This design comes from an exercise in tuning for small area, a short achievable clock period and few clock cycles per item on the open sky130 flow, not from production work. Where RTL was checked, it was by simulation tests only, not by an equivalence proof against the original. No activity file was given, so power comes from the tool's default toggle rates.

==> run a: inputs <==
==> flow/design.v <==
`timescale 1ns / 1ps
package tcpqs_pkg;
    localparam int NUM_CLASSES = 3;
    localparam int ID_W        = 37;
    localparam int TOTAL_W     = 16;
    localparam int UPR_W       = 4;
    localparam int ITEM_W      = 40;
    localparam logic [0:0] REQ_ENQUEUE = 1'b0;
    localparam logic [0:0] REQ_SERVE   = 1'b1;
    localparam logic [1:0] CLASS_EMERGENCY = 2'd0;
    localparam logic [1:0] CLASS_URGENT    = 2'd1;
    localparam logic [1:0] CLASS_REGULAR   = 2'd2;
    localparam logic [1:0] CLASS_INVALID   = 2'd3;
    localparam logic [2:0] STATUS_ENQUEUED = 3'd0;
    localparam logic [2:0] STATUS_SERVED   = 3'd1;
    localparam logic [2:0] STATUS_EMPTY    = 3'd2;
    localparam logic [2:0] STATUS_FULL     = 3'd3;
    localparam logic [2:0] STATUS_INVALID  = 3'd4;
    localparam logic [TOTAL_W-1:0] COUNT_MAX = 16'hFFFF;
    localparam logic [UPR_W-1:0]   UPR_RESET = 4'd3;
endpackage
`timescale 1ns / 1ps
module tcpqs_ctrl
(
    input  logic                          clk,
    input  logic                          rst_n,
    input  logic                          in_valid,
    output logic                          in_ready,
    input  logic [tcpqs_pkg::ITEM_W-1:0]  in_item,
    input  logic                          fire,
    output logic                          cur_valid,
    output logic [tcpqs_pkg::ITEM_W-1:0]  cur_item
);
    logic                          skid_valid;
    logic [tcpqs_pkg::ITEM_W-1:0]  skid_item;
    logic                          in_ready_reg;
    assign in_ready  = in_ready_reg;
    assign cur_valid = skid_valid || (in_valid && in_ready_reg);
    assign cur_item  = skid_valid ? skid_item : in_item;
    always_ff @(posedge clk)
    begin
        if (!skid_valid)
        begin
            skid_item <= in_item;
        end
    end
    always_ff @(posedge clk or negedge rst_n)
    begin
        if (!rst_n)
        begin
            skid_valid   <= 1'b0;
            in_ready_reg <= 1'b0;
        end
        else
        begin
            skid_valid   <= cur_valid && !fire;
            in_ready_reg <= !(cur_valid && !fire);
        end
    end
endmodule
`timescale 1ns / 1ps
module tcpqs_dp #(
    parameter int QUEUE_DEPTH = 16
)
(
    input  logic                            clk,
    input  logic                            rst_n,
    input  logic                            exec,
    input  logic [tcpqs_pkg::ITEM_W-1:0]    cur_item,
    input  logic                            cfg_wr_en,
    input  logic [tcpqs_pkg::UPR_W-1:0]     cfg_wr_data,
    output logic [89:0]                     out_item
);
    localparam int PTR_W = (QUEUE_DEPTH > 1) ? $clog2(QUEUE_DEPTH) : 1;
    localparam int NC    = tcpqs_pkg::NUM_CLASSES;
    localparam int TW    = tcpqs_pkg::TOTAL_W;
    localparam int IW    = tcpqs_pkg::ID_W;
    localparam int UW    = tcpqs_pkg::UPR_W;
    localparam int QD    = QUEUE_DEPTH;
    logic [IW-1:0]            slot [NC][QD];
    logic [NC-1:0][QD-1:0]    rd_sel;      
    logic [NC-1:0][PTR_W-1:0] wr_ptr;
    logic [NC-1:0]            empty;
    logic [NC-1:0]            full;
    logic [NC-1:0][TW-1:0]    total;
    logic [UW-1:0]            streak;
    logic [UW-1:0]            ratio;
    logic                     streak_low;  
    logic [NC-1:0]            serve_pick;  
    logic [2:0]               res_status;
    logic [1:0]               res_class;
    logic [IW-1:0]            res_id;
    logic [NC-1:0][QD-1:0]    rd_sel_n;
    logic [NC-1:0][PTR_W-1:0] wr_ptr_n;
    logic [NC-1:0]            empty_n;
    logic [NC-1:0]            full_n;
    logic [NC-1:0][TW-1:0]    total_n;
    logic [UW-1:0]            streak_n;
    logic [UW-1:0]            ratio_n;
    logic                     streak_low_n;
    logic [NC-1:0]            serve_pick_n;
    logic                     upd_low;
    logic                     hold_low;
    logic [NC-1:0]            upd_pick;
    logic [NC-1:0]            hold_pick;
    logic                     req_serve;
    logic [1:0]               cls;
    logic [IW-1:0]            id;
    logic [NC-1:0]            enq;       
    logic [NC-1:0]            deq;       
    logic [NC-1:0][IW-1:0]    head;
    logic [NC-1:0]            last_one;  
    logic [NC-1:0]            one_free;  
    logic [2:0]               status_n;
    logic [1:0]               class_n;
    logic [IW-1:0]            id_n;
    function automatic logic [PTR_W-1:0] ptr_inc(input logic [PTR_W-1:0] p);
        ptr_inc = (p == PTR_W'(QD - 1)) ? '0 : p + PTR_W'(1);
    endfunction
    function automatic logic [PTR_W-1:0] ptr_dec(input logic [PTR_W-1:0] p);
        ptr_dec = (p == '0) ? PTR_W'(QD - 1) : p - PTR_W'(1);
    endfunction
    assign req_serve = cur_item[39];
    assign cls       = cur_item[38:37];
    assign id        = cur_item[IW-1:0];
    always_comb
    begin
        for (int c = 0; c < NC; c++)
        begin
            enq[c]  = !req_serve && (cls == 2'(c)) && !full[c];
            deq[c]  = req_serve && serve_pick[c];
            head[c] = '0;
            for (int i = 0; i < QD; i++)
            begin
                head[c] = head[c] | ({IW{rd_sel[c][i]}} & slot[c][i]);
            end
            last_one[c] = rd_sel[c][ptr_dec(wr_ptr[c])];
            one_free[c] = rd_sel[c][ptr_inc(wr_ptr[c])];
        end
    end
    always_comb
    begin
        if (req_serve)
        begin
            status_n = (|serve_pick) ? tcpqs_pkg::STATUS_SERVED : tcpqs_pkg::STATUS_EMPTY;
        end
        else if (cls == tcpqs_pkg::CLASS_INVALID)
        begin
            status_n = tcpqs_pkg::STATUS_INVALID;
        end
        else if (full[cls])
        begin
            status_n = tcpqs_pkg::STATUS_FULL;
        end
        else
        begin
            status_n = tcpqs_pkg::STATUS_ENQUEUED;
        end
        class_n = {deq[2], deq[1]};
        id_n    = ({IW{deq[0]}} & head[0]) | ({IW{deq[1]}} & head[1])
                | ({IW{deq[2]}} & head[2]);
    end
    always_comb
    begin
        rd_sel_n = rd_sel;
        wr_ptr_n = wr_ptr;
        empty_n  = empty;
        full_n   = full;
        total_n  = total;
        streak_n = streak;
        for (int c = 0; c < NC; c++)
        begin
            if (enq[c])
            begin
                wr_ptr_n[c] = ptr_inc(wr_ptr[c]);
                empty_n[c]  = 1'b0;
                full_n[c]   = one_free[c];
            end
            if (deq[c])
            begin
                rd_sel_n[c] = {rd_sel[c][QD-2:0], rd_sel[c][QD-1]};
                full_n[c]   = 1'b0;
                empty_n[c]  = last_one[c];
                if (total[c] != tcpqs_pkg::COUNT_MAX)
                begin
                    total_n[c] = total[c] + TW'(1);
                end
            end
        end
        if (deq[1])
        begin
            if (streak_low)
            begin
                streak_n = streak + UW'(1);
            end
        end
        else if (deq[2])
        begin
            streak_n = '0;
        end
        ratio_n = cfg_wr_en ? cfg_wr_data : ratio;
        upd_low     = streak_n < ratio_n;
        upd_pick[0] = !empty_n[0];
        upd_pick[1] = empty_n[0] && !empty_n[1] && (upd_low || empty_n[2]);
        upd_pick[2] = empty_n[0] && !empty_n[2] && (empty_n[1] || !upd_low);
        hold_low     = streak < ratio_n;
        hold_pick[0] = !empty[0];
        hold_pick[1] = empty[0] && !empty[1] && (hold_low || empty[2]);
        hold_pick[2] = empty[0] && !empty[2] && (empty[1] || !hold_low);
        streak_low_n = exec ? upd_low : hold_low;
        serve_pick_n = exec ? upd_pick : hold_pick;
    end
    always_ff @(posedge clk)
    begin
        for (int c = 0; c < NC; c++)
        begin
            for (int i = 0; i < QD; i++)
            begin
                if (enq[c] && (wr_ptr[c] == PTR_W'(i)))
                begin
                    slot[c][i] <= id;
                end
            end
        end
    end
    always_ff @(posedge clk or negedge rst_n)
    begin
        if (!rst_n)
        begin
            res_status <= tcpqs_pkg::STATUS_ENQUEUED;
            res_class  <= tcpqs_pkg::CLASS_EMERGENCY;
            res_id     <= '0;
        end
        else if (exec)
        begin
            res_status <= status_n;
            res_class  <= class_n;
            res_id     <= id_n;
        end
    end
    always_ff @(posedge clk or negedge rst_n)
    begin
        if (!rst_n)
        begin
            for (int c = 0; c < NC; c++)
            begin
                rd_sel[c] <= QD'(1);
            end
            wr_ptr     <= '0;
            empty      <= '1;
            full       <= '0;
            total      <= '0;
            streak     <= '0;
            ratio      <= tcpqs_pkg::UPR_RESET;
            streak_low <= 1'b1;
            serve_pick <= '0;
        end
        else
        begin
            if (exec)
            begin
                rd_sel <= rd_sel_n;
                wr_ptr <= wr_ptr_n;
                empty  <= empty_n;
                full   <= full_n;
                total  <= total_n;
                streak <= streak_n;
            end
            ratio      <= ratio_n;
            streak_low <= streak_low_n;
            serve_pick <= serve_pick_n;
        end
    end
    assign out_item = {res_status, res_class, res_id, total[0], total[1], total[2]};
endmodule
`timescale 1ns / 1ps
module three_class_priority_queue_scheduler #(
    parameter int QUEUE_DEPTH = 16
)
(
    input  logic                          clk,
    input  logic                          rst_n,
    input  logic                          in_valid,
    output logic                          in_ready,
    input  logic [39:0]                   in_item,
    output logic                          out_valid,
    input  logic                          out_ready,
    output logic [89:0]                   out_item,
    input  logic                          cfg_wr_en,
    input  logic [tcpqs_pkg::UPR_W-1:0]   cfg_wr_data
);
    logic        cur_valid;
    logic [39:0] cur_item;
    logic        fire;
    logic        out_valid_reg;     
    logic        out_empty;         
    assign fire      = cur_valid && (out_empty || out_ready);
    assign out_valid = out_valid_reg;
    always_ff @(posedge clk or negedge rst_n)
    begin
        if (!rst_n)
        begin
            out_valid_reg <= 1'b0;
            out_empty     <= 1'b1;
        end
        else if (fire)
        begin
            out_valid_reg <= 1'b1;
            out_empty     <= 1'b0;
        end
        else if (out_ready)
        begin
            out_valid_reg <= 1'b0;
            out_empty     <= 1'b1;
        end
    end
    tcpqs_ctrl u_ctrl
    (
        .clk       (clk),
        .rst_n     (rst_n),
        .in_valid  (in_valid),
        .in_ready  (in_ready),
        .in_item   (in_item),
        .fire      (fire),
        .cur_valid (cur_valid),
        .cur_item  (cur_item)
    );
    tcpqs_dp #(
        .QUEUE_DEPTH (QUEUE_DEPTH)
    ) u_dp
    (
        .clk         (clk),
        .rst_n       (rst_n),
        .exec        (fire),
        .cur_item    (cur_item),
        .cfg_wr_en   (cfg_wr_en),
        .cfg_wr_data (cfg_wr_data),
        .out_item    (out_item)
    );
endmodule
==> flow/run.sh <==
#!/bin/bash
# synth_recipe.tcl (not shown) runs the flow's synth.tcl, then flattens the netlist and writes it again
# the make line also repeats each setting of config.mk as NAME=value (left out here)
make -C /OpenROAD-flow-scripts/flow DESIGN_CONFIG=/design/flow/config.mk WORK_HOME=/design/flow/orfs CLKGATE_MAP_FILE= SYNTH_SCRIPT=/design/flow/synth_recipe.tcl finish
==> flow/config.mk <==
export PLATFORM = sky130hd
export DESIGN_NAME = three_class_priority_queue_scheduler
export DESIGN_NICKNAME = three_class_priority_queue_scheduler
export VERILOG_FILES = /design/flow/design.v
export SDC_FILE = /design/flow/constraint.sdc
export NUM_CORES = 4
export LEC_CHECK = 0
export CAP_MARGIN = 20
export CORE_MARGIN = 2
export CORE_UTILIZATION = 65
export CTS_BUF_LIST = sky130_fd_sc_hd__clkbuf_16
export CTS_CLUSTER_DIAMETER = 100
export CTS_CLUSTER_SIZE = 20
export PLACE_DENSITY = 0.75
export SETUP_SLACK_MARGIN = 4.0
export SLEW_MARGIN = 20
==> flow/constraint.sdc <==
create_clock -name core_clock -period 6.5 [get_ports {clk}]
set_input_delay 1.3000 -clock core_clock [delete_from_list [all_inputs] [get_ports {clk}]]
set_output_delay 1.3000 -clock core_clock [all_outputs]
set_load 0.01 [all_outputs]
==> run b: changes against run a <==
--- a/flow/design.v
+++ b/flow/design.v
@@ -28,18 +28,24 @@
     output logic                          in_ready,
     input  logic [tcpqs_pkg::ITEM_W-1:0]  in_item,
     input  logic                          fire,
-    output logic                          cur_valid,
-    output logic [tcpqs_pkg::ITEM_W-1:0]  cur_item
+    output logic                          stg_valid,
+    output logic [tcpqs_pkg::ITEM_W-1:0]  stg_item
 );
     logic                          skid_valid;
     logic [tcpqs_pkg::ITEM_W-1:0]  skid_item;
+    logic                          accept;
+    logic                          stg_open;
     logic                          in_ready_reg;
-    assign in_ready  = in_ready_reg;
-    assign cur_valid = skid_valid || (in_valid && in_ready_reg);
-    assign cur_item  = skid_valid ? skid_item : in_item;
+    assign in_ready = in_ready_reg;
+    assign accept   = in_valid && in_ready_reg;
+    assign stg_open = fire || !stg_valid;
     always_ff @(posedge clk)
     begin
-        if (!skid_valid)
+        if (stg_open)
+        begin
+            stg_item <= skid_valid ? skid_item : in_item;
+        end
+        if (!stg_open && !skid_valid)
         begin
             skid_item <= in_item;
         end
@@ -48,13 +54,22 @@
     begin
         if (!rst_n)
         begin
+            stg_valid    <= 1'b0;
             skid_valid   <= 1'b0;
             in_ready_reg <= 1'b0;
         end
         else
         begin
-            skid_valid   <= cur_valid && !fire;
-            in_ready_reg <= !(cur_valid && !fire);
+            if (stg_open)
+            begin
+                stg_valid  <= skid_valid || accept;
+                skid_valid <= 1'b0;
+            end
+            else if (accept)
+            begin
+                skid_valid <= 1'b1;
+            end
+            in_ready_reg <= stg_open || !(skid_valid || accept);
         end
     end
 endmodule
@@ -66,7 +81,7 @@
     input  logic                            clk,
     input  logic                            rst_n,
     input  logic                            exec,
-    input  logic [tcpqs_pkg::ITEM_W-1:0]    cur_item,
+    input  logic [tcpqs_pkg::ITEM_W-1:0]    stg_item,
     input  logic                            cfg_wr_en,
     input  logic [tcpqs_pkg::UPR_W-1:0]     cfg_wr_data,
     output logic [89:0]                     out_item
@@ -120,9 +135,9 @@
     function automatic logic [PTR_W-1:0] ptr_dec(input logic [PTR_W-1:0] p);
         ptr_dec = (p == '0) ? PTR_W'(QD - 1) : p - PTR_W'(1);
     endfunction
-    assign req_serve = cur_item[39];
-    assign cls       = cur_item[38:37];
-    assign id        = cur_item[IW-1:0];
+    assign req_serve = stg_item[39];
+    assign cls       = stg_item[38:37];
+    assign id        = stg_item[IW-1:0];
     always_comb
     begin
         for (int c = 0; c < NC; c++)
@@ -289,12 +304,12 @@
     input  logic                          cfg_wr_en,
     input  logic [tcpqs_pkg::UPR_W-1:0]   cfg_wr_data
 );
-    logic        cur_valid;
-    logic [39:0] cur_item;
+    logic        stg_valid;
+    logic [39:0] stg_item;
     logic        fire;
     logic        out_valid_reg;     
     logic        out_empty;         
-    assign fire      = cur_valid && (out_empty || out_ready);
+    assign fire      = stg_valid && (out_empty || out_ready);
     assign out_valid = out_valid_reg;
     always_ff @(posedge clk or negedge rst_n)
     begin
@@ -322,8 +337,8 @@
         .in_ready  (in_ready),
         .in_item   (in_item),
         .fire      (fire),
-        .cur_valid (cur_valid),
-        .cur_item  (cur_item)
+        .stg_valid (stg_valid),
+        .stg_item  (stg_item)
     );
     tcpqs_dp #(
         .QUEUE_DEPTH (QUEUE_DEPTH)
@@ -332,7 +347,7 @@
         .clk         (clk),
         .rst_n       (rst_n),
         .exec        (fire),
-        .cur_item    (cur_item),
+        .stg_item    (stg_item),
         .cfg_wr_en   (cfg_wr_en),
         .cfg_wr_data (cfg_wr_data),
         .out_item    (out_item)
Settings changed: SETUP_SLACK_MARGIN 4.0 to 3.7.
==> run c: changes against run a <==
--- a/flow/design.v
+++ b/flow/design.v
@@ -28,18 +28,24 @@
     output logic                          in_ready,
     input  logic [tcpqs_pkg::ITEM_W-1:0]  in_item,
     input  logic                          fire,
-    output logic                          cur_valid,
-    output logic [tcpqs_pkg::ITEM_W-1:0]  cur_item
+    output logic                          stg_valid,
+    output logic [tcpqs_pkg::ITEM_W-1:0]  stg_item
 );
     logic                          skid_valid;
     logic [tcpqs_pkg::ITEM_W-1:0]  skid_item;
+    logic                          accept;
+    logic                          stg_open;
     logic                          in_ready_reg;
-    assign in_ready  = in_ready_reg;
-    assign cur_valid = skid_valid || (in_valid && in_ready_reg);
-    assign cur_item  = skid_valid ? skid_item : in_item;
+    assign in_ready = in_ready_reg;
+    assign accept   = in_valid && in_ready_reg;
+    assign stg_open = fire || !stg_valid;
     always_ff @(posedge clk)
     begin
-        if (!skid_valid)
+        if (stg_open)
+        begin
+            stg_item <= skid_valid ? skid_item : in_item;
+        end
+        if (!stg_open && !skid_valid)
         begin
             skid_item <= in_item;
         end
@@ -48,13 +54,22 @@
     begin
         if (!rst_n)
         begin
+            stg_valid    <= 1'b0;
             skid_valid   <= 1'b0;
             in_ready_reg <= 1'b0;
         end
         else
         begin
-            skid_valid   <= cur_valid && !fire;
-            in_ready_reg <= !(cur_valid && !fire);
+            if (stg_open)
+            begin
+                stg_valid  <= skid_valid || accept;
+                skid_valid <= 1'b0;
+            end
+            else if (accept)
+            begin
+                skid_valid <= 1'b1;
+            end
+            in_ready_reg <= stg_open || !(skid_valid || accept);
         end
     end
 endmodule
@@ -66,20 +81,18 @@
     input  logic                            clk,
     input  logic                            rst_n,
     input  logic                            exec,
-    input  logic [tcpqs_pkg::ITEM_W-1:0]    cur_item,
+    input  logic [tcpqs_pkg::ITEM_W-1:0]    stg_item,
     input  logic                            cfg_wr_en,
     input  logic [tcpqs_pkg::UPR_W-1:0]     cfg_wr_data,
     output logic [89:0]                     out_item
 );
-    localparam int PTR_W = (QUEUE_DEPTH > 1) ? $clog2(QUEUE_DEPTH) : 1;
     localparam int NC    = tcpqs_pkg::NUM_CLASSES;
     localparam int TW    = tcpqs_pkg::TOTAL_W;
     localparam int IW    = tcpqs_pkg::ID_W;
     localparam int UW    = tcpqs_pkg::UPR_W;
     localparam int QD    = QUEUE_DEPTH;
     logic [IW-1:0]            slot [NC][QD];
-    logic [NC-1:0][QD-1:0]    rd_sel;      
-    logic [NC-1:0][PTR_W-1:0] wr_ptr;
+    logic [NC-1:0][QD-1:0]    head_sel;    
     logic [NC-1:0]            empty;
     logic [NC-1:0]            full;
     logic [NC-1:0][TW-1:0]    total;
@@ -90,8 +103,7 @@
     logic [2:0]               res_status;
     logic [1:0]               res_class;
     logic [IW-1:0]            res_id;
-    logic [NC-1:0][QD-1:0]    rd_sel_n;
-    logic [NC-1:0][PTR_W-1:0] wr_ptr_n;
+    logic [NC-1:0][QD-1:0]    head_sel_n;
     logic [NC-1:0]            empty_n;
     logic [NC-1:0]            full_n;
     logic [NC-1:0][TW-1:0]    total_n;
@@ -107,6 +119,7 @@
     logic [1:0]               cls;
     logic [IW-1:0]            id;
     logic [NC-1:0]            enq;       
+    logic [NC-1:0]            shift;     
     logic [NC-1:0]            deq;       
     logic [NC-1:0][IW-1:0]    head;
     logic [NC-1:0]            last_one;  
@@ -114,28 +127,23 @@
     logic [2:0]               status_n;
     logic [1:0]               class_n;
     logic [IW-1:0]            id_n;
-    function automatic logic [PTR_W-1:0] ptr_inc(input logic [PTR_W-1:0] p);
-        ptr_inc = (p == PTR_W'(QD - 1)) ? '0 : p + PTR_W'(1);
-    endfunction
-    function automatic logic [PTR_W-1:0] ptr_dec(input logic [PTR_W-1:0] p);
-        ptr_dec = (p == '0) ? PTR_W'(QD - 1) : p - PTR_W'(1);
-    endfunction
-    assign req_serve = cur_item[39];
-    assign cls       = cur_item[38:37];
-    assign id        = cur_item[IW-1:0];
+    assign req_serve = stg_item[39];
+    assign cls       = stg_item[38:37];
+    assign id        = stg_item[IW-1:0];
     always_comb
     begin
         for (int c = 0; c < NC; c++)
         begin
             enq[c]  = !req_serve && (cls == 2'(c)) && !full[c];
             deq[c]  = req_serve && serve_pick[c];
-            head[c] = '0;
+            shift[c] = exec && enq[c];
+            head[c]  = '0;
             for (int i = 0; i < QD; i++)
             begin
-                head[c] = head[c] | ({IW{rd_sel[c][i]}} & slot[c][i]);
+                head[c] = head[c] | ({IW{head_sel[c][i]}} & slot[c][i]);
             end
-            last_one[c] = rd_sel[c][ptr_dec(wr_ptr[c])];
-            one_free[c] = rd_sel[c][ptr_inc(wr_ptr[c])];
+            last_one[c] = head_sel[c][0];
+            one_free[c] = head_sel[c][QD-2] && !empty[c];    
         end
     end
     always_comb
@@ -162,8 +170,7 @@
     end
     always_comb
     begin
-        rd_sel_n = rd_sel;
-        wr_ptr_n = wr_ptr;
+        head_sel_n = head_sel;
         empty_n  = empty;
         full_n   = full;
         total_n  = total;
@@ -172,15 +179,21 @@
         begin
             if (enq[c])
             begin
-                wr_ptr_n[c] = ptr_inc(wr_ptr[c]);
-                empty_n[c]  = 1'b0;
-                full_n[c]   = one_free[c];
+                if (!empty[c])
+                begin
+                    head_sel_n[c] = head_sel[c] << 1;
+                end
+                empty_n[c] = 1'b0;
+                full_n[c]  = one_free[c];
             end
             if (deq[c])
             begin
-                rd_sel_n[c] = {rd_sel[c][QD-2:0], rd_sel[c][QD-1]};
-                full_n[c]   = 1'b0;
-                empty_n[c]  = last_one[c];
+                if (!last_one[c])
+                begin
+                    head_sel_n[c] = head_sel[c] >> 1;
+                end
+                full_n[c]  = 1'b0;
+                empty_n[c] = last_one[c];
                 if (total[c] != tcpqs_pkg::COUNT_MAX)
                 begin
                     total_n[c] = total[c] + TW'(1);
@@ -214,11 +227,12 @@
     begin
         for (int c = 0; c < NC; c++)
         begin
-            for (int i = 0; i < QD; i++)
+            if (shift[c])
             begin
-                if (enq[c] && (wr_ptr[c] == PTR_W'(i)))
+                slot[c][0] <= id;
+                for (int i = 1; i < QD; i++)
                 begin
-                    slot[c][i] <= id;
+                    slot[c][i] <= slot[c][i-1];
                 end
             end
         end
@@ -244,9 +258,8 @@
         begin
             for (int c = 0; c < NC; c++)
             begin
-                rd_sel[c] <= QD'(1);
+                head_sel[c] <= QD'(1);
             end
-            wr_ptr     <= '0;
             empty      <= '1;
             full       <= '0;
             total      <= '0;
@@ -259,8 +272,7 @@
         begin
             if (exec)
             begin
-                rd_sel <= rd_sel_n;
-                wr_ptr <= wr_ptr_n;
+                head_sel <= head_sel_n;
                 empty  <= empty_n;
                 full   <= full_n;
                 total  <= total_n;
@@ -289,12 +301,12 @@
     input  logic                          cfg_wr_en,
     input  logic [tcpqs_pkg::UPR_W-1:0]   cfg_wr_data
 );
-    logic        cur_valid;
-    logic [39:0] cur_item;
+    logic        stg_valid;
+    logic [39:0] stg_item;
     logic        fire;
     logic        out_valid_reg;     
     logic        out_empty;         
-    assign fire      = cur_valid && (out_empty || out_ready);
+    assign fire      = stg_valid && (out_empty || out_ready);
     assign out_valid = out_valid_reg;
     always_ff @(posedge clk or negedge rst_n)
     begin
@@ -322,8 +334,8 @@
         .in_ready  (in_ready),
         .in_item   (in_item),
         .fire      (fire),
-        .cur_valid (cur_valid),
-        .cur_item  (cur_item)
+        .stg_valid (stg_valid),
+        .stg_item  (stg_item)
     );
     tcpqs_dp #(
         .QUEUE_DEPTH (QUEUE_DEPTH)
@@ -332,7 +344,7 @@
         .clk         (clk),
         .rst_n       (rst_n),
         .exec        (fire),
-        .cur_item    (cur_item),
+        .stg_item    (stg_item),
         .cfg_wr_en   (cfg_wr_en),
         .cfg_wr_data (cfg_wr_data),
         .out_item    (out_item)
Settings changed: CORE_UTILIZATION 65 to 70, CTS_CLUSTER_DIAMETER 100 to 110, CTS_CLUSTER_SIZE 20 to 25, PLACE_DENSITY 0.75 to 0.8.
==> run notes <==
Run b finished with timing, DRC and antenna clean. Run c finished clean. Run a finished with timing, DRC and antenna clean.
Die area: run c < run a < run b.
Cell area, highest first: run a, run b, run c.
Critical path depth is the same in run a and run c.
Via count, lowest first: run c, run b, run a.
Of run b and run a, run b has the higher clock power (gap about 0.6%, measured against run a).
Sequential share of layout area: run a < run b < run c.
Global-route usage: run a > run c > run b.
Total power: run a < run b < run c.
Between run c and run b, the lower sequential power is in run b (gap about 7%, measured against run b).
In combinational power, run c is at 3.5 times the value of run b.
Testbench counts of run b, summed over its fixed seeds: cycles 16,016, items 16,000.
Testbench counts of run c, summed over its fixed seeds: cycles 16,016, items 16,000.
For run a, only the layout was checked, not whether the RTL still works.

what the ideal ports hide:
In the flow no input, the clock included, has a driving cell. The finished layouts below were timed again as built, in two steps. Step 1 (the two cells are an assumption about what drives the block):
set clk [get_ports {clk}]
set_driving_cell -lib_cell sky130_fd_sc_hd__clkbuf_16 $clk
set_driving_cell -lib_cell sky130_fd_sc_hd__buf_2 [delete_from_list [all_inputs] $clk]
Step 2 also shifts input and output timing later by t, the mid clock arrival at the registers, as if the neighbouring blocks saw the same clock. Three values: ideal ports, drivers, drivers and shift; two values: the first two.
| run | shift t [ns] | slack for setup (ns) | worst hold slack (ns) | worst setup path at the end | clock arrival spread, ns |
|---|---|---|---|---|---|
| run a | 0.812 | 3.816 / 3.735 / 3.078 | 0.491 / 0.491 / 0.491 | input to register | 0.038 / 0.038 |
| run b | 0.796 | 3.718 / 3.646 / 3.065 | 0.478 / 0.478 / 0.478 | input to register | 0.040 / 0.041 |
| run c | 0.780 | 3.818 / 3.744 / 3.156 | 0.437 / 0.437 / 0.437 | input to register | 0.039 / 0.039 |
After both steps setup and hold are still met in every run listed. For run a, which loses most, drivers alone change the setup slack by -0.081 ns; drivers and shift together by -0.738 ns.
